What follows belongs to an exercise in optimizing a design on an open flow for small area; a production flow would make more cautious choices. Function was checked by simulation only, so behaviour that the tests miss may differ from the original. No activity file was given, so power comes from the tool's default toggle rates.

## flow/config.mk

```make
export PLATFORM = sky130hd
export DESIGN_NAME = csr_file
export DESIGN_NICKNAME = csr_file
export VERILOG_FILES = /design/flow/design.v
export SDC_FILE = /design/flow/constraint.sdc
export NUM_CORES = 4
export LEC_CHECK = 0
export CAP_MARGIN = 5
export CORE_MARGIN = 2
export CORE_UTILIZATION = 70
export SLEW_MARGIN = 5
export SYNTH_HIERARCHICAL = 1
export SYNTH_MINIMUM_KEEP_SIZE = 0
```

## flow/design.v

```verilog
`timescale 1ns/1ps
package csr_pkg;
  typedef enum logic [11:0] {
    CSR_MVENDORID  = 12'hF11,
    CSR_MARCHID    = 12'hF12,
    CSR_MIMPID     = 12'hF13,
    CSR_MHARTID    = 12'hF14,
    CSR_MCONFIGPTR = 12'hF15,
    CSR_MSTATUS    = 12'h300,
    CSR_MISA       = 12'h301,
    CSR_MIE        = 12'h304,
    CSR_MTVEC      = 12'h305,
    CSR_MCOUNTEREN = 12'h306,
    CSR_MSTATUSH   = 12'h310,
    CSR_MSCRATCH   = 12'h340,
    CSR_MEPC       = 12'h341,
    CSR_MCAUSE     = 12'h342,
    CSR_MTVAL      = 12'h343,
    CSR_MIP        = 12'h344,
    CSR_MCYCLE     = 12'hB00,
    CSR_MINSTRET   = 12'hB02,
    CSR_MCYCLEH    = 12'hB80,
    CSR_MINSTRETH  = 12'hB82,
    CSR_CYCLE      = 12'hC00,   
    CSR_INSTRET    = 12'hC02,
    CSR_CYCLEH     = 12'hC80,
    CSR_INSTRETH   = 12'hC82
  } csr_addr_e;
  typedef enum logic [2:0] {
    STALL_NONE,
    STALL_IMISS,    
    STALL_DMISS,    
    STALL_ALU,      
    STALL_FENCEI
  } stall_e;
  typedef struct packed {
    logic       mie;
    logic       mpie;
    logic [1:0] mpp;    
  } mstatus_t;
  typedef struct packed {
    logic                 rd_en;
    logic                 wr_en;
    csr_addr_e            addr;
    logic [32-1:0] wdata;
  } csr_req_t;
  typedef struct packed {
    logic [32-1:0] epc;
    logic [32-1:0] cause;
    logic [32-1:0] tval;
  } trap_info_t;
  typedef struct packed {
    logic msip;
    logic mtip;
    logic meip;
  } irq_t;
  typedef struct packed {
    mstatus_t             mstatus;
    logic [32-1:0] mie;
    logic [32-1:0] mtvec;
    logic [32-1:0] mscratch;
    logic [32-1:0] mepc;
    logic [32-1:0] mcause;
    logic [32-1:0] mtval;
  } trap_state_t;
  typedef struct packed {
    logic [63:0] mcycle;
    logic [63:0] minstret;
  } counter_state_t;
endpackage
`timescale 1ns/1ps
module csr_ha (
  input  logic a,
  input  logic b,
  output logic s,
  output logic co
);
  assign s  = a ^ b;
  assign co = a & b;
endmodule
module csr_xor2 (
  input  logic a,
  input  logic b,
  output logic y
);
  assign y = a ^ b;
endmodule
module csr_a22o (
  input  logic a1, a2,
  input  logic b1, b2,
  output logic x
);
  assign x = (a1 & a2) | (b1 & b2);
endmodule
module csr_a222oi (
  input  logic a1, a2,
  input  logic b1, b2,
  input  logic c1, c2,
  output logic y
);
  assign y = !((a1 & a2) | (b1 & b2) | (c1 & c2));
endmodule
module csr_nand3 (
  input  logic a, b, c,
  output logic y
);
  assign y = !(a & b & c);
endmodule
module csr_nand4 (
  input  logic a, b, c, d,
  output logic y
);
  assign y = !(a & b & c & d);
endmodule
module csr_inv (
  input  logic a,
  output logic y
);
  assign y = !a;
endmodule
module csr_and2 (
  input  logic a, b,
  output logic y
);
  assign y = a & b;
endmodule
module csr_and3 (
  input  logic a, b, c,
  output logic y
);
  assign y = a & b & c;
endmodule
module csr_and4 (
  input  logic a, b, c, d,
  output logic y
);
  assign y = a & b & c & d;
endmodule
module csr_and4b (
  input  logic a_n, b, c, d,
  output logic y
);
  assign y = !a_n & b & c & d;
endmodule
module csr_and3b (
  input  logic a_n, b, c,
  output logic y
);
  assign y = !a_n & b & c;
endmodule
module csr_nor2 (
  input  logic a, b,
  output logic y
);
  assign y = !(a | b);
endmodule
module csr_nor2b (
  input  logic a, b_n,
  output logic y
);
  assign y = !a & b_n;
endmodule
module csr_nor3 (
  input  logic a, b, c,
  output logic y
);
  assign y = !(a | b | c);
endmodule
module csr_nor4 (
  input  logic a, b, c, d,
  output logic y
);
  assign y = !(a | b | c | d);
endmodule
module csr_nor4b (
  input  logic a, b, c, d_n,
  output logic y
);
  assign y = !(a | b | c) & d_n;
endmodule
module csr_nor4bb (
  input  logic a, b, c_n, d_n,
  output logic y
);
  assign y = !(a | b) & c_n & d_n;
endmodule
module csr_o21a (
  input  logic a1, a2, b1,
  output logic x
);
  assign x = (a1 | a2) & b1;
endmodule
module csr_a221oi (
  input  logic a1, a2, b1, b2, c1,
  output logic y
);
  assign y = !((a1 & a2) | (b1 & b2) | c1);
endmodule
`timescale 1ns/1ps
module csr_read_bit (
  input  logic [8:0] v,        
  input  logic [8:0] s,        
  output logic       y
);
  logic y0, y1, y2;
  csr_a222oi u0 (.a1(v[0]), .a2(s[0]), .b1(v[1]), .b2(s[1]), .c1(v[2]), .c2(s[2]), .y(y0));
  csr_a222oi u1 (.a1(v[3]), .a2(s[3]), .b1(v[4]), .b2(s[4]), .c1(v[5]), .c2(s[5]), .y(y1));
  csr_a222oi u2 (.a1(v[6]), .a2(s[6]), .b1(v[7]), .b2(s[7]), .c1(v[8]), .c2(s[8]), .y(y2));
  csr_nand3  u3 (.a(y0), .b(y1), .c(y2), .y(y));
endmodule
module csr_read_bitx (
  input  logic [8:0] v,        
  input  logic [8:0] s,        
  input  logic       extra_n,  
  output logic       y
);
  logic y0, y1, y2;
  csr_a222oi u0 (.a1(v[0]), .a2(s[0]), .b1(v[1]), .b2(s[1]), .c1(v[2]), .c2(s[2]), .y(y0));
  csr_a222oi u1 (.a1(v[3]), .a2(s[3]), .b1(v[4]), .b2(s[4]), .c1(v[5]), .c2(s[5]), .y(y1));
  csr_a222oi u2 (.a1(v[6]), .a2(s[6]), .b1(v[7]), .b2(s[7]), .c1(v[8]), .c2(s[8]), .y(y2));
  csr_nand4  u3 (.a(y0), .b(y1), .c(y2), .d(extra_n), .y(y));
endmodule
`timescale 1ns/1ps
module csr_file (
  input  logic                 clk_i,
  input  logic                 rst_ni,
  input  logic [45:0]          req_i,          
  input  logic [2:0]           stall_i,        
  input  logic                 trap_i,         
  input  logic                 mret_i,         
  input  logic [95:0]          trap_info_i,    
  input  logic [2:0]           irq_i,          
  output logic [32-1:0] csr_rdata_o,
  output logic [32-1:0] mtvec_o,
  output logic [32-1:0] mepc_o
);
  logic        rd_en, wr_en;
  logic [11:0] addr;
  logic [31:0] wdata;
  logic [31:0] epc, cause, tval;
  assign rd_en = req_i[45];
  assign wr_en = req_i[44];
  assign addr  = req_i[43:32];
  assign wdata = req_i[31:0];
  assign epc   = trap_info_i[95:64];
  assign cause = trap_info_i[63:32];
  assign tval  = trap_info_i[31:0];
  logic        mie_bit, mpie_bit;
  logic [2:0]  mie_q;        
  logic [31:0] mscratch_q, mcause_q, mtval_q;
  logic [31:0] mtvec_q, mepc_q;    
  assign mtvec_q = mtvec_o;
  assign mepc_q  = mepc_o;
  logic [63:0] mcycle_q, minstret_q;
  logic [3:0] an, mn, ln;
  logic h3, hb, hc, hf;                    
  logic m0, m1, m4, m8;                    
  logic l0, l1, l2, l3, l4, l5;            
  assign an = addr[11:8];
  assign mn = addr[7:4];
  assign ln = addr[3:0];
  assign h3 = !(an[3] || an[2]) && an[1] && an[0];
  csr_and4b  u_hb (.a_n(an[2]), .b(an[3]), .c(an[1]), .d(an[0]), .y(hb));
  assign hc = !(an[1] || an[0]) && an[3] && an[2];
  csr_and4   u_hf (.a(an[3]), .b(an[2]), .c(an[1]), .d(an[0]), .y(hf));
  assign m0 = !(mn[3] || mn[2] || mn[1] || mn[0]);
  assign m1 = !(mn[3] || mn[2] || mn[1]) && mn[0];
  assign m4 = !(mn[3] || mn[1] || mn[0]) && mn[2];
  assign m8 = !(mn[2] || mn[1] || mn[0]) && mn[3];
  assign l0 = !(ln[3] || ln[2] || ln[1] || ln[0]);
  assign l1 = !(ln[3] || ln[2] || ln[1]) && ln[0];
  assign l2 = !(ln[3] || ln[2] || ln[0]) && ln[1];
  assign l3 = !(ln[3] || ln[2]) && ln[1] && ln[0];
  assign l4 = !(ln[3] || ln[1] || ln[0]) && ln[2];
  assign l5 = !(ln[3] || ln[1]) && ln[2] && ln[0];
  logic rst, sz, wok, wt, wc, r3, rc, rf, active;
  csr_inv   u_rst (.a(rst_ni), .y(rst));
  assign sz = !(stall_i[2] || stall_i[1] || stall_i[0]);
  csr_and4b u_wok (.a_n(trap_i), .b(rst_ni), .c(wr_en), .d(sz), .y(wok));
  csr_and3b u_wt  (.a_n(mret_i), .b(wok), .c(h3), .y(wt));       
  csr_and2  u_wc  (.a(wok), .b(hb), .y(wc));                     
  csr_and2  u_r3  (.a(rd_en), .b(h3), .y(r3));
  csr_o21a  u_rc  (.a1(hb), .a2(hc), .b1(rd_en), .x(rc));        
  csr_and2  u_rf  (.a(rd_en), .b(hf), .y(rf));
  assign active = sz || trap_i;
  logic w_mie, w_mtvec, w_mscratch, w_mepc, w_mcause, w_mtval, w_mstatus;
  logic h_mie, h_mtvec, h_mscratch, h_mepc, h_mcause, h_mtval;
  logic w_cyc_lo, w_cyc_hi, w_inst_lo, w_inst_hi;
  logic h_cyc_lo, h_cyc_hi, h_inst_lo, h_inst_hi;
  logic trap_v;
  csr_and3 u_w_mstatus  (.a(wt), .b(m0), .c(l0), .y(w_mstatus));
  csr_and3 u_w_mie      (.a(wt), .b(m0), .c(l4), .y(w_mie));
  csr_and3 u_w_mtvec    (.a(wt), .b(m0), .c(l5), .y(w_mtvec));
  csr_and3 u_w_mscratch (.a(wt), .b(m4), .c(l0), .y(w_mscratch));
  csr_and3 u_w_mepc     (.a(wt), .b(m4), .c(l1), .y(w_mepc));
  csr_and3 u_w_mcause   (.a(wt), .b(m4), .c(l2), .y(w_mcause));
  csr_and3 u_w_mtval    (.a(wt), .b(m4), .c(l3), .y(w_mtval));
  csr_and3 u_w_cyc_lo   (.a(wc), .b(m0), .c(l0), .y(w_cyc_lo));
  csr_and3 u_w_cyc_hi   (.a(wc), .b(m8), .c(l0), .y(w_cyc_hi));
  csr_and3 u_w_inst_lo  (.a(wc), .b(m0), .c(l2), .y(w_inst_lo));
  csr_and3 u_w_inst_hi  (.a(wc), .b(m8), .c(l2), .y(w_inst_hi));
  csr_nor2 u_h_mie      (.a(rst), .b(w_mie),      .y(h_mie));
  csr_nor2 u_h_mtvec    (.a(rst), .b(w_mtvec),    .y(h_mtvec));
  csr_nor2 u_h_mscratch (.a(rst), .b(w_mscratch), .y(h_mscratch));
  assign h_mepc = !(rst || w_mepc || trap_i);
  assign h_mcause = !(rst || w_mcause || trap_i);
  assign h_mtval = !(rst || w_mtval || trap_i);
  csr_nor2 u_h_cyc_lo   (.a(rst), .b(w_cyc_lo),  .y(h_cyc_lo));
  csr_nor2 u_h_cyc_hi   (.a(rst), .b(w_cyc_hi),  .y(h_cyc_hi));
  csr_nor2 u_h_inst_lo  (.a(rst), .b(w_inst_lo), .y(h_inst_lo));
  csr_nor2 u_h_inst_hi  (.a(rst), .b(w_inst_hi), .y(h_inst_hi));
  csr_and2 u_trap_v (.a(trap_i), .b(rst_ni), .y(trap_v));
  logic [2:0]  mie_d;
  logic [31:0] mtvec_d, mscratch_d, mepc_n, mcause_n, mtval_n;
  logic [2:0]  mie_wd;
  assign mie_wd = {wdata[11], wdata[7], wdata[3]};
  for (genvar i = 0; i < 3; i++) begin : g_mie
    csr_a22o u_mie (.a1(mie_q[i]), .a2(h_mie), .b1(mie_wd[i]), .b2(w_mie), .x(mie_d[i]));
  end
  for (genvar i = 0; i < 32; i++) begin : g_trap
    csr_a22o   u_mtvec    (.a1(mtvec_q[i]),    .a2(h_mtvec),    .b1(wdata[i]), .b2(w_mtvec),    .x(mtvec_d[i]));
    csr_a22o   u_mscratch (.a1(mscratch_q[i]), .a2(h_mscratch), .b1(wdata[i]), .b2(w_mscratch), .x(mscratch_d[i]));
    csr_a222oi u_mepc   (.a1(mepc_q[i]),   .a2(h_mepc),   .b1(epc[i]),   .b2(trap_v), .c1(wdata[i]), .c2(w_mepc),   .y(mepc_n[i]));
    csr_a222oi u_mcause (.a1(mcause_q[i]), .a2(h_mcause), .b1(cause[i]), .b2(trap_v), .c1(wdata[i]), .c2(w_mcause), .y(mcause_n[i]));
    csr_a222oi u_mtval  (.a1(mtval_q[i]),  .a2(h_mtval),  .b1(tval[i]),  .b2(trap_v), .c1(wdata[i]), .c2(w_mtval),  .y(mtval_n[i]));
  end
  always_ff @(posedge clk_i) begin
    mie_q      <= mie_d;
    mtvec_o    <= mtvec_d;
    mscratch_q <= mscratch_d;
    mepc_o     <= ~mepc_n;
    mcause_q   <= ~mcause_n;
    mtval_q    <= ~mtval_n;
  end
  always_ff @(posedge clk_i) begin
    if (!rst_ni) begin
      mie_bit  <= 1'b0;
      mpie_bit <= 1'b0;
    end else if (trap_i) begin
      mie_bit  <= 1'b0;
      mpie_bit <= mie_bit;
    end else if (sz && mret_i) begin
      mie_bit  <= mpie_bit;
      mpie_bit <= 1'b1;
    end else if (w_mstatus) begin
      mie_bit  <= wdata[3];
      mpie_bit <= wdata[7];
    end
  end
  localparam int GW = 16;           
  localparam int NG = 64 / GW;      
  logic cyc_en, inst_en;
  assign cyc_en = active;
  assign inst_en = sz && !trap_i && !(wr_en && hb && l2 && (m0 || m8));
  logic [63:0]   cyc_inc, inst_inc;      
  logic [63:0]   cyc_d, inst_d;
  logic [NG-1:0] cyc_g, inst_g;          
  logic [NG-1:0] cyc_pre, inst_pre;      
  logic [NG-1:0] cyc_cin, inst_cin;      
  logic [64:0]   cyc_c, inst_c;          
  for (genvar k = 0; k < NG; k++) begin : g_grp
    assign cyc_g[k]  = &mcycle_q[GW*k +: GW];
    assign inst_g[k] = &minstret_q[GW*k +: GW];
    if (k == 0) begin : g_first
      assign cyc_pre[k]  = 1'b1;
      assign inst_pre[k] = 1'b1;
      assign cyc_cin[k]  = cyc_en;
      assign inst_cin[k] = inst_en;
    end else begin : g_rest
      assign cyc_pre[k]  = cyc_pre[k-1]  && cyc_g[k-1];
      assign inst_pre[k] = inst_pre[k-1] && inst_g[k-1];
      assign cyc_cin[k]  = cyc_en  && cyc_pre[k];
      assign inst_cin[k] = inst_en && inst_pre[k];
    end
    assign cyc_c[GW*k]  = cyc_cin[k];
    assign inst_c[GW*k] = inst_cin[k];
    for (genvar j = 0; j < GW; j++) begin : g_bit
      if (j < GW-1) begin : g_ha
        csr_ha u_cyc  (.a(mcycle_q[GW*k+j]),   .b(cyc_c[GW*k+j]),  .s(cyc_inc[GW*k+j]),  .co(cyc_c[GW*k+j+1]));
        csr_ha u_inst (.a(minstret_q[GW*k+j]), .b(inst_c[GW*k+j]), .s(inst_inc[GW*k+j]), .co(inst_c[GW*k+j+1]));
      end else begin : g_top
        csr_xor2 u_cyc  (.a(mcycle_q[GW*k+j]),   .b(cyc_c[GW*k+j]),  .y(cyc_inc[GW*k+j]));
        csr_xor2 u_inst (.a(minstret_q[GW*k+j]), .b(inst_c[GW*k+j]), .y(inst_inc[GW*k+j]));
      end
    end
  end
  for (genvar i = 0; i < 32; i++) begin : g_cnt
    csr_a22o u_cyc_lo  (.a1(cyc_inc[i]),     .a2(h_cyc_lo),  .b1(wdata[i]), .b2(w_cyc_lo),  .x(cyc_d[i]));
    csr_a22o u_cyc_hi  (.a1(cyc_inc[i+32]),  .a2(h_cyc_hi),  .b1(wdata[i]), .b2(w_cyc_hi),  .x(cyc_d[i+32]));
    csr_a22o u_inst_lo (.a1(inst_inc[i]),    .a2(h_inst_lo), .b1(wdata[i]), .b2(w_inst_lo), .x(inst_d[i]));
    csr_a22o u_inst_hi (.a1(inst_inc[i+32]), .a2(h_inst_hi), .b1(wdata[i]), .b2(w_inst_hi), .x(inst_d[i+32]));
  end
  always_ff @(posedge clk_i) begin
    mcycle_q   <= cyc_d;
    minstret_q <= inst_d;
  end
  logic s_mstatus, s_mie, s_mip, s_misa_n, s_march_n;
  logic [8:0] sel;
  csr_and3  u_s_mstatus (.a(r3), .b(m0), .c(l0), .y(s_mstatus));
  csr_and3  u_s_mie     (.a(r3), .b(m0), .c(l4), .y(s_mie));
  csr_and3  u_s_mip     (.a(r3), .b(m4), .c(l4), .y(s_mip));
  csr_nand3 u_s_misa    (.a(r3), .b(m0), .c(l1), .y(s_misa_n));
  csr_nand3 u_s_march   (.a(rf), .b(m1), .c(l2), .y(s_march_n));
  csr_and3  u_sel0      (.a(r3), .b(m0), .c(l5), .y(sel[0]));    
  csr_and3  u_sel1      (.a(r3), .b(m4), .c(l0), .y(sel[1]));    
  csr_and3  u_sel2      (.a(r3), .b(m4), .c(l1), .y(sel[2]));    
  csr_and3  u_sel3      (.a(r3), .b(m4), .c(l2), .y(sel[3]));    
  csr_and3  u_sel4      (.a(r3), .b(m4), .c(l3), .y(sel[4]));    
  csr_and3  u_sel5      (.a(rc), .b(m0), .c(l0), .y(sel[5]));    
  csr_and3  u_sel6      (.a(rc), .b(m8), .c(l0), .y(sel[6]));    
  csr_and3  u_sel7      (.a(rc), .b(m0), .c(l2), .y(sel[7]));    
  csr_and3  u_sel8      (.a(rc), .b(m8), .c(l2), .y(sel[8]));    
  logic x0_n, x2_n, x3_n, x7_n, x8_n, x11_n, x12_n, x30_n;
  assign x0_n  = s_march_n;
  csr_and2   u_x2  (.a(s_march_n), .b(s_misa_n), .y(x2_n));
  csr_a222oi u_x3  (.a1(s_mstatus), .a2(mie_bit),  .b1(s_mie), .b2(mie_q[0]), .c1(s_mip), .c2(irq_i[2]), .y(x3_n));
  csr_a222oi u_x7  (.a1(s_mstatus), .a2(mpie_bit), .b1(s_mie), .b2(mie_q[1]), .c1(s_mip), .c2(irq_i[1]), .y(x7_n));
  assign x8_n  = s_misa_n;
  assign x11_n = !((s_mie && mie_q[2]) || (s_mip && irq_i[0]) || s_mstatus);
  assign x12_n = !s_mstatus && s_misa_n;
  assign x30_n = s_misa_n;
  localparam logic [31:0] EXTRA_BITS = 32'h4000_198D;    
  for (genvar i = 0; i < 32; i++) begin : g_rd
    if (EXTRA_BITS[i]) begin : g_x
      csr_read_bitx u_rd (
        .v       ({minstret_q[i+32], minstret_q[i], mcycle_q[i+32], mcycle_q[i],
                   mtval_q[i], mcause_q[i], mepc_q[i], mscratch_q[i], mtvec_q[i]}),
        .s       (sel),
        .extra_n (i == 0 ? x0_n : i == 2 ? x2_n : i == 3 ? x3_n : i == 7 ? x7_n :
                   i == 8 ? x8_n : i == 11 ? x11_n : i == 12 ? x12_n : x30_n),
        .y       (csr_rdata_o[i])
      );
    end else begin : g_n
      csr_read_bit u_rd (
        .v ({minstret_q[i+32], minstret_q[i], mcycle_q[i+32], mcycle_q[i],
             mtval_q[i], mcause_q[i], mepc_q[i], mscratch_q[i], mtvec_q[i]}),
        .s (sel),
        .y (csr_rdata_o[i])
      );
    end
  end
endmodule
```

## flow/standard.sh

```bash
#!/bin/bash
# synth_recipe.tcl (not shown) runs the flow's synth.tcl, then flattens the netlist and writes it again
# the make line also repeats each setting of config.mk as NAME=value (left out here)
make -C /OpenROAD-flow-scripts/flow DESIGN_CONFIG=/design/flow/config.mk WORK_HOME=/design/flow/orfs CLKGATE_MAP_FILE= SYNTH_SCRIPT=/design/flow/synth_recipe.tcl "${@:-finish}"
```

## flow/constraint.sdc

```tcl
create_clock -name core_clock -period 6.0 [get_ports {clk_i}]
set_input_delay 1.2000 -clock core_clock [delete_from_list [all_inputs] [get_ports {clk_i}]]
set_output_delay 1.2000 -clock core_clock [all_outputs]
set_load 0.01 [all_outputs]
```

## flow/flow/run.sh

```bash
#!/bin/bash
# Standard ORFS layout with two changes: the port buffers use the smallest buffer cell, and
# the clock tree uses larger sink clusters without dummy loads.
set -e
export BUFFER_PORTS_ARGS="-buffer_cell sky130_fd_sc_hd__buf_1"
export CTS_ARGS="-sink_clustering_enable -repair_clock_nets -dont_use_dummy_load -buf_list sky130_fd_sc_hd__clkbuf_8 -sink_clustering_size 15 -sink_clustering_max_diameter 80"
bash standard.sh > standard.log 2>&1
```

==> results.txt, run 1 <==
final hold violations 0; Worst Tran Pin Value about 1200 ps; area share of the largest cell type after synthesis 0.474; Die H 137 um; Startpoint Class primary input; CP required 6450 ps; pin count of the biggest net entering global routing 97; Net Count, Synth 1326; IO Port Bufs 247; Pwr per Cell Area 223 nW/um2; total negative slack 0 ps; max cap viols 0; CTS Buf Count 23; DR vias roughly 12k; Rel. slew slack 0.204; Post-DP HPWL 26000 um; clk sinks 293; Top cell by count, worst path ha_1; Setup crit end kind flip-flop; most frequent cell after synthesis dfxtp_1; final WL 39400 um; FMAX around 0.20 GHz; placed cell area about 14000 um2; vias in the first global route 11.1k; Cell Int Power 2400 uW; register area share after synthesis 0.474; worst setup margin 911 ps; Yosys reg bits 293; prevailing post-synth register cell dfxtp_1; FF+latch area 5870 um2; CP max-delay cell nor4b_4; Root Driver clkbuf_8; FP Rows 48; Crit Path Max Fanout 8; top-level port count 248; Hold Path End mscratch_q[7]; Horiz. Die Dim 137 um; hold depth 1; Critical Setup Path Class in -> reg; cts hold-fix bufs 0; placed cells approximately 1.6k; largest cells by area after synthesis dfxtp_1 (47%), a222oi_1 (16%), a22o_1 (14%); switching share of total power 0.245; Synth Warn # 7; total global-route track usage 0.408; VDD IR max 0.254 mV; Psw a little under 800 uW; Post-synth ARST share 0; Yosys top cell by area dfxtp_1; Clock Path Buffers 3; drt wl/cell 24.9 um; DP Worst Slack 377 ps; Mapped Area 12400 um2; Post-synth top cells dfxtp_1 (293), a22o_1 (195), a222oi_1 (194), ha_1 (120), inv_1 (99); first-pass GRT wire length 59600 um; area grow syn2layout 14.8%; clock network power share 0.299; leakage power total 0.00670 uW; Clock Skew 18.9 ps; setup repair after global routing missed its margin no; post-CTS sizing 0; Reg2Reg Launch Point mcycle_q[1]; Post-Syn Area per Cell 11.7 um2; core box area 17300 um2; multi-input logic area just over 6000 um2; drt pass-1 iters 11; Comb pwr share 0.067; post-CTS setup buffer count 0; crit share post-route 0.848; layout cell share with drive strength beyond 1 0.0538; Post-synth EDFFs 0; worst-skew pair later-pin latency 560 ps; Final Wtd Congestion 0.944; post-route ant nets 0; sequential power share 0.634; CTS tree yes; nets 1631; minimum clock period 5090 ps; fin. max-slew vios 0; fin area 14200 um2; worst reg-to-reg setup slack 1620 ps; WP data arrival ~5500 ps; Worst R2R End mcycle_q[63]; die area 18700 um2; Mapped Cells 1054; Post-route DRC 0; library cells used by synthesis 31; outcome timing/DRC/antenna clean; setup violators final 0; H-tree levels 1; HP Class reg -> reg; Hold Crit Start mscratch_q[7]; Filler cells 1142; Clock transition at path regs approximately 90 ps; Final Non-Filler Cells approximately 1.6k; reg2reg path depth 20; First DRT Iteration DRCs 2146; initial antenna violation count 2; grt ovf 0; Vias/cell 7.46; worst-path cell chain buf_1 > nor4b_4 > a41oi_2 > and2_2 > ha_1 > ha_1 > ha_1 > ha_1 > ha_1 > ha_1 > ha_1 > ha_1 > ha_1 > ha_1 > ha_1 > ha_1 > ha_1 > ha_1 > ha_1 > xor2_1 > a22o_1; initial core utilization 0.715; Max stage delay on crit path approximately 540 ps
[worst max-delay path by stage]
stage                           to  cells past startpoint       from  slack, ps
global route        minstret_q[63]                     21  req_i[35]        720
global placement    minstret_q[63]                     21  req_i[35]        570
detailed placement  minstret_q[31]                     21  req_i[35]        380
floorplan           minstret_q[31]                     20  req_i[35]       1000
finish              minstret_q[31]                     21  req_i[35]        910
CTS                 minstret_q[31]                     21  req_i[35]        950
[modules after synthesis (local to each module, per instance), a selection]
module      flops+latches  cells inside  cell area (um2)  copies in the design
csr_a22o                0             1             8.76                   195
csr_file              293           462             6710                     1
csr_nand3               0             1             5.00                    26
csr_and2                0             1             6.26                     5
csr_a222oi              0             1             10.0                   194
csr_nand4               0             1             6.26                     8
csr_inv                 0             1             3.75                     1
csr_xor2                0             1             8.76                     8
[routing by layer]
metal | vias to the layer above | GRT usage | wire (um)
li1 | 5172 | - | -
met1 | 5640 | 0.538 | 15200
met2 | 853 | 0.638 | 17800
met3 | 141 | 0.0781 | 4680
met4 | 2 | 0.211 | 1810
met5 | - | 0 | 13
[stage by stage]
step,hold WS (ps),utilization,total power [uW]
after floorplan,456,-,2130
after global placement,467,0.802,2250
after detailed placement,472,0.802,2260
after CTS,488,0.821,3160
after global routing,509,0.821,3260
final,490,0.821,3170
[critical path, delay by kind of cell]
family	cells	cell delay [ps]
AND/OR/NAND/NOR	2	780
adder cells (fa/ha/maj)	15	2760
AO/OA/AOI/OAI	2	500
XOR/XNOR	1	170
buffers and inverters	1	140
[power by group through the flow]
| stage | clock network, uW | registers [uW] | logic [uW] |
|---|---|---|---|
| floorplan | 0 | 2050 | 79.3 |
| global placement | 0 | 2050 | 200 |
| detailed placement | 0 | 2050 | 206 |
| CTS | 946 | 2010 | 206 |
| global route | 1010 | 2010 | 228 |
| finish | 949 | 2010 | 213 |
[placed cells by master (no fill, tap or decap), types with 2 or more instances in the layout]
| cell type | instances |
|---|---|
| dfxtp_1 | 293 |
| and4_1 | 2 |
| and3_1 | 25 |
| or4_1 | 3 |
| buf_12 | 2 |
| nor2_2 | 6 |
| nor3_2 | 3 |
| nor2_1 | 5 |
| mux2_2 | 2 |
| nand2b_1 | 2 |
| a22o_1 | 195 |
| and4b_1 | 2 |
| a222oi_1 | 194 |
| nand2_1 | 3 |
| nand3_1 | 26 |
| nand4_1 | 32 |
| clkbuf_8 | 23 |
| inv_1 | 99 |
| nor2b_1 | 2 |
| xor2_1 | 8 |
| buf_1 | 247 |
| buf_4 | 31 |
| nor4_1 | 5 |
| and2_1 | 5 |
| ha_1 | 120 |
| nor3_1 | 8 |
| nor4b_1 | 3 |
[layout make-up]
cell class,count,share of cell area
clock buffer,23,0.0223
sequential,293,0.413
tap,225,0.0198
multi-input combinational,662,0.434
antenna,1,0.000176
timing repair buffer,280,0.0845
inverter,99,0.0262
[cell families after synthesis]
kind of cell,Yosys count,synth area share
buf+inv,99,0.0301
mux,2,0.00182
xor+xnor,8,0.00567
flops,293,0.474
compound gates,394,0.299
fa+ha+maj,120,0.121
simple gates,138,0.0678
[sequential cells by signal, indices dropped and copies added, names as in the netlist]
signal,flops
minstret_q,64
mie_q,3
mcause_q,32
mtvec_o,32
mepc_o,32
mpie_bit,1
mscratch_q,32
mie_bit,1
mcycle_q,64
mtval_q,32
==> run 2, diff against run 1 <==
--- a/flow/design.v
+++ b/flow/design.v
@@ -288,27 +288,41 @@
   logic w_cyc_lo, w_cyc_hi, w_inst_lo, w_inst_hi;
   logic h_cyc_lo, h_cyc_hi, h_inst_lo, h_inst_hi;
-  logic trap_v;
+  logic tv_mepc, tv_mcause, tv_mtval, ntrap;
+  logic nw_mtvec, nw_mscratch, nw_mepc, nw_mcause, nw_mtval;
+  logic nw_cyc_lo, nw_cyc_hi, nw_inst_lo, nw_inst_hi;
   csr_and3 u_w_mstatus  (.a(wt), .b(m0), .c(l0), .y(w_mstatus));
   csr_and3 u_w_mie      (.a(wt), .b(m0), .c(l4), .y(w_mie));
   csr_and3 u_w_mtvec    (.a(wt), .b(m0), .c(l5), .y(w_mtvec));
+  csr_nand3 u_nw_mtvec (.a(wt), .b(m0), .c(l5), .y(nw_mtvec));
   csr_and3 u_w_mscratch (.a(wt), .b(m4), .c(l0), .y(w_mscratch));
+  csr_nand3 u_nw_mscratch (.a(wt), .b(m4), .c(l0), .y(nw_mscratch));
   csr_and3 u_w_mepc     (.a(wt), .b(m4), .c(l1), .y(w_mepc));
+  csr_nand3 u_nw_mepc (.a(wt), .b(m4), .c(l1), .y(nw_mepc));
   csr_and3 u_w_mcause   (.a(wt), .b(m4), .c(l2), .y(w_mcause));
+  csr_nand3 u_nw_mcause (.a(wt), .b(m4), .c(l2), .y(nw_mcause));
   csr_and3 u_w_mtval    (.a(wt), .b(m4), .c(l3), .y(w_mtval));
+  csr_nand3 u_nw_mtval (.a(wt), .b(m4), .c(l3), .y(nw_mtval));
   csr_and3 u_w_cyc_lo   (.a(wc), .b(m0), .c(l0), .y(w_cyc_lo));
+  csr_nand3 u_nw_cyc_lo (.a(wc), .b(m0), .c(l0), .y(nw_cyc_lo));
   csr_and3 u_w_cyc_hi   (.a(wc), .b(m8), .c(l0), .y(w_cyc_hi));
+  csr_nand3 u_nw_cyc_hi (.a(wc), .b(m8), .c(l0), .y(nw_cyc_hi));
   csr_and3 u_w_inst_lo  (.a(wc), .b(m0), .c(l2), .y(w_inst_lo));
+  csr_nand3 u_nw_inst_lo (.a(wc), .b(m0), .c(l2), .y(nw_inst_lo));
   csr_and3 u_w_inst_hi  (.a(wc), .b(m8), .c(l2), .y(w_inst_hi));
+  csr_nand3 u_nw_inst_hi (.a(wc), .b(m8), .c(l2), .y(nw_inst_hi));
   csr_nor2 u_h_mie      (.a(rst), .b(w_mie),      .y(h_mie));
-  csr_nor2 u_h_mtvec    (.a(rst), .b(w_mtvec),    .y(h_mtvec));
-  csr_nor2 u_h_mscratch (.a(rst), .b(w_mscratch), .y(h_mscratch));
-  assign h_mepc = !(rst || w_mepc || trap_i);
-  assign h_mcause = !(rst || w_mcause || trap_i);
-  assign h_mtval = !(rst || w_mtval || trap_i);
-  csr_nor2 u_h_cyc_lo   (.a(rst), .b(w_cyc_lo),  .y(h_cyc_lo));
-  csr_nor2 u_h_cyc_hi   (.a(rst), .b(w_cyc_hi),  .y(h_cyc_hi));
-  csr_nor2 u_h_inst_lo  (.a(rst), .b(w_inst_lo), .y(h_inst_lo));
-  csr_nor2 u_h_inst_hi  (.a(rst), .b(w_inst_hi), .y(h_inst_hi));
-  csr_and2 u_trap_v (.a(trap_i), .b(rst_ni), .y(trap_v));
+  csr_and2 u_h_mtvec (.a(rst_ni), .b(nw_mtvec), .y(h_mtvec));
+  csr_and2 u_h_mscratch (.a(rst_ni), .b(nw_mscratch), .y(h_mscratch));
+  csr_and3 u_h_mepc (.a(rst_ni), .b(nw_mepc), .c(ntrap), .y(h_mepc));
+  csr_and3 u_h_mcause (.a(rst_ni), .b(nw_mcause), .c(ntrap), .y(h_mcause));
+  csr_and3 u_h_mtval (.a(rst_ni), .b(nw_mtval), .c(ntrap), .y(h_mtval));
+  csr_and2 u_h_cyc_lo (.a(rst_ni), .b(nw_cyc_lo), .y(h_cyc_lo));
+  csr_and2 u_h_cyc_hi (.a(rst_ni), .b(nw_cyc_hi), .y(h_cyc_hi));
+  csr_and2 u_h_inst_lo (.a(rst_ni), .b(nw_inst_lo), .y(h_inst_lo));
+  csr_and2 u_h_inst_hi (.a(rst_ni), .b(nw_inst_hi), .y(h_inst_hi));
+  csr_and2 u_tv_mepc   (.a(trap_i), .b(rst_ni), .y(tv_mepc));
+  csr_and2 u_tv_mcause (.a(trap_i), .b(rst_ni), .y(tv_mcause));
+  csr_and2 u_tv_mtval  (.a(trap_i), .b(rst_ni), .y(tv_mtval));
+  csr_inv  u_ntrap  (.a(trap_i), .y(ntrap));
   logic [2:0]  mie_d;
   logic [31:0] mtvec_d, mscratch_d, mepc_n, mcause_n, mtval_n;
@@ -321,7 +335,7 @@
     csr_a22o   u_mtvec    (.a1(mtvec_q[i]),    .a2(h_mtvec),    .b1(wdata[i]), .b2(w_mtvec),    .x(mtvec_d[i]));
     csr_a22o   u_mscratch (.a1(mscratch_q[i]), .a2(h_mscratch), .b1(wdata[i]), .b2(w_mscratch), .x(mscratch_d[i]));
-    csr_a222oi u_mepc   (.a1(mepc_q[i]),   .a2(h_mepc),   .b1(epc[i]),   .b2(trap_v), .c1(wdata[i]), .c2(w_mepc),   .y(mepc_n[i]));
-    csr_a222oi u_mcause (.a1(mcause_q[i]), .a2(h_mcause), .b1(cause[i]), .b2(trap_v), .c1(wdata[i]), .c2(w_mcause), .y(mcause_n[i]));
-    csr_a222oi u_mtval  (.a1(mtval_q[i]),  .a2(h_mtval),  .b1(tval[i]),  .b2(trap_v), .c1(wdata[i]), .c2(w_mtval),  .y(mtval_n[i]));
+    csr_a222oi u_mepc   (.a1(mepc_q[i]),   .a2(h_mepc),   .b1(epc[i]),   .b2(tv_mepc), .c1(wdata[i]), .c2(w_mepc),   .y(mepc_n[i]));
+    csr_a222oi u_mcause (.a1(mcause_q[i]), .a2(h_mcause), .b1(cause[i]), .b2(tv_mcause), .c1(wdata[i]), .c2(w_mcause), .y(mcause_n[i]));
+    csr_a222oi u_mtval  (.a1(mtval_q[i]),  .a2(h_mtval),  .b1(tval[i]),  .b2(tv_mtval), .c1(wdata[i]), .c2(w_mtval),  .y(mtval_n[i]));
   end
   always_ff @(posedge clk_i) begin
==> flow/flow/run.sh (replaced) <==
#!/bin/bash
# Standard ORFS layout with two changes: the port buffers use the smallest buffer cell, and
# the clock tree uses larger sink clusters without dummy loads.
set -e
export BUFFER_PORTS_ARGS="-buffer_cell sky130_fd_sc_hd__buf_1"
export CTS_ARGS="-sink_clustering_enable -repair_clock_nets -dont_use_dummy_load -buf_list sky130_fd_sc_hd__clkbuf_8 -sink_clustering_size 18 -sink_clustering_max_diameter 80"
bash standard.sh > standard.log 2>&1
--- a/flow/config.mk
+++ b/flow/config.mk
@@ -9,4 +9,5 @@
 export CORE_MARGIN = 2
 export CORE_UTILIZATION = 70
+export GPL_TIMING_DRIVEN = 0
 export SLEW_MARGIN = 5
 export SYNTH_HIERARCHICAL = 1
==> results.txt, run 2 <==
largest family of logic cells by synthesized area compound AO/OA/AOI/OAI gates (unchanged); Net Count, Synth 1338 (was 1326); leakage power total 0.00652 uW (was 0.00670 uW); layout cell share with drive strength beyond 1 0.0435 (was 0.0538); prevailing post-synth register cell dfxtp_1 (unchanged); Mapped Cells 1066 (was 1054); drt wl/cell 25.4 um (was 24.9 um); VDD IR max 0.217 mV (was 0.254 mV); Worst Tran Pin Value 1320 ps (was 1190 ps); Final Wtd Congestion 0.894 (was 0.944); hold depth 1 (unchanged); Post-synth ARST share 0 (unchanged); Synth Area in Compound Gates 0.297 (was 0.299); final hold violations 0 (unchanged); ant diodes 0 (was 1); WP data arrival 5690 ps (was 5540 ps); library cells used by synthesis 31 (unchanged); register area share after synthesis 0.471 (was 0.474); post-CTS sizing 0 (unchanged); Horiz. Die Dim 137 um (about the same); total negative slack 0 ps (unchanged); worst-path cell chain buf_1 > nor4b_4 > a41oi_2 > and4_1 > ha_1 > ha_1 > ha_1 > ha_1 > ha_1 > ha_1 > ha_1 > ha_1 > ha_1 > ha_1 > ha_1 > ha_1 > ha_1 > ha_1 > ha_1 > xor2_1 > a22o_1 (was buf_1 > nor4b_4 > a41oi_2 > and2_2 > ha_1 > ha_1 > ha_1 > ha_1 > ha_1 > ha_1 > ha_1 > ha_1 > ha_1 > ha_1 > ha_1 > ha_1 > ha_1 > ha_1 > ha_1 > xor2_1 > a22o_1); nets 1608 (was 1631); Post-DP HPWL 24700 um (was 26000 um); CP required 6450 ps (about the same); FP Rows 48 (unchanged); CTS Buf Count 20 (was 23); switching share of total power 0.247 (was 0.245); simple-gate area share of the yosys netlist 0.0735 (was 0.0678); First DRT Iteration DRCs 2238 (was 2146); Comb pwr share 0.069 (was 0.067); Startpoint Class primary input (unchanged); die area 18900 um2 (was 18700 um2); area share of xor/xnor cells in the synthesized design 0.00563 (was 0.00567); HP Class reg -> reg (unchanged); area grow syn2layout 12.3% (was 14.8%); delay-heaviest family, CP adder cells (unchanged); pin count of the biggest net entering global routing 33 (was 97); Post-synth EDFFs 0 (unchanged); Mapped Area 12400 um2 (about the same); Setup crit end kind flip-flop (unchanged); setup repair after global routing missed its margin no (unchanged); cts hold-fix bufs 0 (unchanged); minimum clock period 5250 ps (was 5090 ps); initial antenna violation count 2 (unchanged); initial core utilization 0.717 (was 0.715); final WL 39600 um (was 39400 um); post-synthesis mux area share 0.00181 (was 0.00182); vias in the first global route 11.0k (was 11.1k); post-route ant nets 0 (unchanged); Die H 137 um (about the same); max cap viols 0 (unchanged); Psw 770 uW (was 777 uW); Critical Path Stages 21 (unchanged); grt ovf 0 (unchanged); Pwr per Cell Area 223 nW/um2 (about the same); Clock transition at path regs 110 ps (was 90 ps); Root Driver clkbuf_8 (unchanged); worst-skew pair later-pin latency 550 ps (was 560 ps); Cell Int Power 2350 uW (was 2400 uW); reg2reg path depth 20 (unchanged); Post-Synth Adder-Cell Area 0.121 (about the same); Crit Path Max Fanout 11 (was 8); fin. max-slew vios 0 (unchanged); CTS tree yes (unchanged); biggest regs mcycle_q: 64 flops, minstret_q: 64 flops (unchanged); most frequent cell after synthesis dfxtp_1 (unchanged); H-tree levels 1 (unchanged); outcome timing/DRC/antenna clean (unchanged); Yosys reg bits 293 (unchanged); Yosys top cell by area dfxtp_1 (unchanged); clk sinks 293 (unchanged); Rel. slew slack 0.120 (was 0.204); Critical path buffers and inverters 1 (unchanged); post-CTS setup buffer count 0 (unchanged); Clock Skew 19.5 ps (was 18.9 ps); IO Port Bufs 247 (unchanged); sequential power share 0.644 (was 0.634); first-pass GRT wire length 59100 um (was 59600 um); largest cells by area after synthesis dfxtp_1 (47%), a222oi_1 (16%), a22o_1 (14%) (unchanged); core box area 17400 um2 (was 17300 um2); area share of the largest cell type after synthesis 0.471 (was 0.474); total global-route track usage 0.405 (was 0.408); Top cell by count, worst path ha_1 (unchanged); DR vias 11.7k (was 11.8k); drt pass-1 iters 12 (was 11); crit share post-route 0.874 (was 0.848); FMAX 0.191 GHz (was 0.196 GHz); Post-route DRC 0 (unchanged); commonest non-fill, non-tap cell in the layout dfxtp_1 (unchanged); setup violators final 0 (unchanged); DP Worst Slack 269 ps (was 377 ps); worst setup margin 754 ps (was 911 ps); most frequent cells in the layout dfxtp_1 (293), buf_1 (247), a22o_1 (195) (unchanged); Synth Warn # 7 (unchanged); top-level port count 248 (unchanged); Max stage delay on crit path 590 ps (was 540 ps); Clock Path Buffers 3 (unchanged); Vias/cell 7.50 (was 7.46); Critical Setup Path Class in -> reg (unchanged); CP max-delay cell nor4b_4 (unchanged); Post-Syn Area per Cell 11.7 um2 (about the same); clock network power share 0.287 (was 0.299); Post-synth top cells dfxtp_1 (293), a22o_1 (195), a222oi_1 (194), ha_1 (120), inv_1 (100) (was dfxtp_1 (293), a22o_1 (195), a222oi_1 (194), ha_1 (120), inv_1 (99))
[run 2: changes by cell type after synthesis, sizes merged]
cell   before  now
nor2       11    5
nor3       11    8
inv        99  100
and3       25   28
and2        7   15
nand3      26   35
[run 2: area by class of cell]
| cell class | count | area (um2) |
|---|---|---|
| Tap cell | 225 | 282 |
| Multi-Input combinational cell | 673 | 6250 |
| Clock buffer | 20 | 275 |
| Fill cell | 1142 | 3370 |
| Inverter | 100 | 375 |
| Timing Repair Buffer | 248 | 932 |
| Sequential cell | 293 | 5870 |
[run 2: path summary, 6_finish.rpt]
kind / end / slack, ps / from
min reg2reg: mscratch_q[3] / 500 / mscratch_q[3]
min: mscratch_q[3] / 500 / mscratch_q[3]
max reg2reg: mcycle_q[63] / 1630 / mcycle_q[15]
max: minstret_q[63] / 750 / req_i[35]
[run 2: through the flow]
step | area (um2) | hold WS (ps) | instances | power, uW | util
after floorplan | 12400 | 456 | 1066 | 2130 | -
after global placement | 13700 | 467 | 1538 | 2250 | 0.787
after detailed placement | 13700 | 472 | 1539 | 2260 | 0.788
after CTS | 14000 | 499 | 1559 | 3110 | 0.804
after global routing | 14000 | 506 | 1559 | 3200 | 0.806
final | 14000 | 499 | 1559 | 3120 | 0.806
[run 2: Yosys stat by module (local to each module, per instance), a selection]
module / times used / area [um2]
csr_o21a: 1 / 7.51
csr_and3b: 1 / 8.76
csr_a222oi: 194 / 10.0
csr_and4: 1 / 8.76
csr_inv: 2 / 3.75
csr_and2: 13 / 6.26
csr_and3: 26 / 6.26
csr_and4b: 2 / 10.0
csr_nand3: 35 / 5.00
csr_xor2: 8 / 8.76
[run 2: power by group through the flow]
stage	sequential (uW)	combinational, uW	clock, uW
floorplan	2050	79.0	0
global placement	2050	198	0
detailed placement	2050	205	0
CTS	2010	206	893
global route	2020	228	956
finish	2010	214	897
[run 2: per-layer routing]
metal,share of wire,GRT usage,vias up
met1,0.38,0.525,5578
met4,0.035,0.173,6
met2,0.45,0.640,862
met3,0.14,0.106,103
met5,0.00098,0,-
li1,-,-,5137
[run 2: logic make-up after synthesis]
kind of cell | count (synthesis)
AOI/OAI and AO/OA | 394
DFF | 293
and+or+nand+nor | 149
adders and majority gates | 120
buffers and inverters | 100
xor gates and xnor gates | 8
muxes | 2
==> run 3, diff against run 2 <==
==> flow/flow/run.sh (replaced) <==
#!/bin/bash
# Standard ORFS layout with two changes: the port buffers use the smallest buffer cell, and
# the clock tree uses larger sink clusters without dummy loads.
set -e
export BUFFER_PORTS_ARGS="-buffer_cell sky130_fd_sc_hd__buf_1"
export CTS_ARGS="-sink_clustering_enable -repair_clock_nets -dont_use_dummy_load -buf_list sky130_fd_sc_hd__clkbuf_4 -sink_clustering_size 10 -sink_clustering_max_diameter 80"
bash standard.sh > standard.log 2>&1
==> results.txt, run 3 <==
outcome timing/DRC/antenna clean (unchanged); Yosys reg bits 293 (unchanged); Clock Path Buffers 3 (unchanged); initial antenna violation count 2 (unchanged); Startpoint Class primary input (unchanged); Clock Skew 35.5 ps (was 19.5 ps); worst-skew pair later-pin latency 650 ps (was 550 ps); grt ovf 0 (unchanged); post-CTS setup buffer count 0 (unchanged); Setup crit end kind flip-flop (unchanged); Horiz. Die Dim 137 um (unchanged); post-CTS sizing 0 (unchanged); First DRT Iteration DRCs 1945 (was 2238); minimum clock period 5140 ps (was 5250 ps); Worst R2R End mcycle_q[63] (unchanged); final hold violations 0 (unchanged); worst reg-to-reg setup slack 1650 ps (was 1630 ps); Worst Tran Pin Value 1270 ps (was 1320 ps); Post-route DRC 0 (unchanged); setup repair after global routing missed its margin no (unchanged); layout cell share with drive strength beyond 1 0.0541 (was 0.0435); Root Driver clkbuf_4 (was clkbuf_8); Post-Syn Area per Cell 11.7 um2 (unchanged); drt pass-1 iters 11 (was 12); crit share post-route 0.857 (was 0.874); DR vias 11.8k (was 11.7k); cts hold-fix bufs 0 (unchanged); Critical Path Source req_i[35] (unchanged); total negative slack 0 ps (unchanged); Post-synth ARST share 0 (unchanged); vias in the first global route 11.1k (was 11.0k); max cap viols 0 (unchanged); final WL 39700 um (was 39600 um); Die H 137 um (unchanged); Net Count, Synth 1338 (unchanged); Critical Setup Path Class in -> reg (unchanged); Yosys top cell by area dfxtp_1 (unchanged); utilization after layout 0.805 (was 0.806); die area 18900 um2 (unchanged); library cells used by synthesis 31 (unchanged); Rel. slew slack 0.150 (was 0.120); VDD IR max 0.197 mV (was 0.217 mV); total global-route track usage 0.408 (was 0.405); first-pass GRT wire length 59200 um (was 59100 um); most frequent cell after synthesis dfxtp_1 (unchanged); nets 1623 (was 1608); H-tree levels 2 (was 1); initial core utilization 0.717 (unchanged); commonest non-fill, non-tap cell in the layout dfxtp_1 (unchanged); top-level port count 248 (unchanged); CP required 6550 ps (was 6450 ps); Vias/cell 7.51 (was 7.50); Reg2Reg Launch Point mcycle_q[14] (was mcycle_q[15]); core box area 17400 um2 (unchanged); biggest regs mcycle_q: 64 flops, minstret_q: 64 flops (unchanged); Clock transition at path regs 110 ps (about the same); most frequent cells in the layout dfxtp_1 (293), buf_1 (247), a22o_1 (195) (unchanged); ant diodes 0 (unchanged); Post-synth top cells dfxtp_1 (293), a22o_1 (195), a222oi_1 (194), ha_1 (120), inv_1 (100) (unchanged); fin. max-slew vios 0 (unchanged); clk sinks 293 (unchanged); post-route ant nets 0 (unchanged); Pwr per Cell Area 223 nW/um2 (about the same); area share of the largest cell type after synthesis 0.471 (unchanged); FP Rows 48 (unchanged); CTS Buf Count 35 (was 20); area grow syn2layout 12.2% (was 12.3%); WP data arrival 5690 ps (about the same); register area share after synthesis 0.471 (unchanged); IO Port Bufs 247 (unchanged); Post-synth EDFFs 0 (unchanged); Crit Path Max Fanout 11 (unchanged); Post-DP HPWL 24700 um (unchanged); CTS tree yes (unchanged); drt wl/cell 25.2 um (was 25.4 um); Synth Warn # 7 (unchanged); Setup crit end minstret_q[63] (unchanged); Mapped Cells 1066 (unchanged); reg2reg path depth 20 (unchanged); setup violators final 0 (unchanged); FMAX 0.194 GHz (was 0.191 GHz); pin count of the biggest net entering global routing 33 (unchanged); leakage power total 0.00653 uW (was 0.00652 uW); Mapped Area 12400 um2 (unchanged); prevailing post-synth register cell dfxtp_1 (unchanged); Final Wtd Congestion 0.894 (unchanged); HP Class reg -> reg (unchanged); largest cells by area after synthesis dfxtp_1 (47%), a222oi_1 (16%), a22o_1 (14%) (unchanged)
## run 3: cell counts after synthesis
No cell type changed its count.
## run 3: logic make-up after synthesis
| group | share of synthesized area |
|---|---|
| XOR/XNOR | 0.00563 |
| AO/OA/AOI/OAI | 0.297 |
| flip-flops | 0.471 |
| AND/OR/NAND/NOR | 0.0735 |
| adder cells (fa/ha/maj) | 0.121 |
| multiplexers | 0.00181 |
| buffers and inverters | 0.0302 |
## run 3: modules after synthesis, one instance, submodules excluded, excerpt
module / area [um2] / times used
csr_inv: 3.75 / 2
csr_o21a: 7.51 / 1
csr_and2: 6.26 / 13
csr_file: 6700 / 1
csr_nor2: 3.75 / 1
csr_nand4: 6.26 / 8
csr_and3: 6.26 / 26
csr_and4b: 10.0 / 2
csr_nand3: 5.00 / 35
csr_a22o: 8.76 / 195
csr_ha: 12.5 / 120
csr_and3b: 8.76 / 1
csr_a222oi: 10.0 / 194
## run 3: how the worst min path moves through the flow
stage	to	startpoint	cells after the start
CTS	mscratch_q[13]	mscratch_q[13]	1
finish	mscratch_q[3]	mscratch_q[3]	1
global placement	mscratch_q[1]	mscratch_q[1]	1
global route	mscratch_q[23]	mscratch_q[23]	1
detailed placement	mscratch_q[11]	mscratch_q[11]	1
floorplan	mie_q[2]	mie_q[2]	1
## run 3: power by group
part           switching (uW)  internal [uW]  total, uW
Combinational             150           64.4        214
Sequential               25.8           1980       2010
Clock                     615            271        885
Total                     790           2320       3110
## run 3: worst max-delay path, cell delays in order
cell     delay [ps]
buf_1           150
nor4b_4         590
a41oi_2         300
and4_1          230
ha_1            210
ha_1            190
ha_1            180
ha_1            190
ha_1            180
ha_1            180
ha_1            190
ha_1            190
ha_1            180
ha_1            180
ha_1            180
ha_1            180
ha_1            180
ha_1            200
ha_1            190
xor2_1          160
a22o_1          240
## run 3: routing by layer
layer,wire length (um),track usage
met3,5450,0.113
met1,14900,0.524
met2,17900,0.642
met5,36,0
met4,1410,0.186
## run 3: cell type report
cell class / instances / area (um2)
Clock buffer: 35 / 263
Fill cell: 1151 / 3390
Inverter: 100 / 375
Multi-Input combinational cell: 673 / 6250
Sequential cell: 293 / 5870
Tap cell: 225 / 282
Timing Repair Buffer: 248 / 932
## run 3: stage by stage
stage               hold slack [ps]  area, um2  cells  setup WS (ps)  power (uW)
floorplan                       456      12400   1066            922        2130
global placement                467      13700   1538            214        2250
detailed placement              472      13700   1539            269        2260
CTS                             497      13900   1574            440        3100
global route                    506      14000   1574            686        3190
finish                          499      14000   1574            857        3110

==> what the ideal ports hide <==
How much do the figures lean on ideal ports? The routed layouts below were timed once more, with nothing changed but the port constraints. Step 1: set_driving_cell puts a clkbuf_16 on clk_i and a buf_2 on each other input, an assumption about the parent block. Step 2 moves the port delays by t, midway between the first and last clock arrival at a register: inputs arrive t later, outputs are due t later. That takes back most of the time a late clock gives input paths. a / b / c = ideal ports / drivers / drivers and shift; a / b = the first two.
| run | t, ns | slack for setup (ns) | slew at the worst register clock pin (ns) | cell pins on the clock port's net |
|---|---|---|---|---|
| run 1 | 0.590 | 0.911 / 0.929 / 0.339 | 0.10 / 0.10 | 1 |
| run 2 | 0.562 | 0.754 / 0.776 / 0.214 | 0.12 / 0.12 | 1 |
| run 3 | 0.650 | 0.857 / 0.875 / 0.224 | 0.11 / 0.11 | 1 |
After both steps every run listed still meets setup and hold. The setup slack of run 3, which loses most, moves by +0.018 ns with the drivers and by -0.633 ns with both steps.
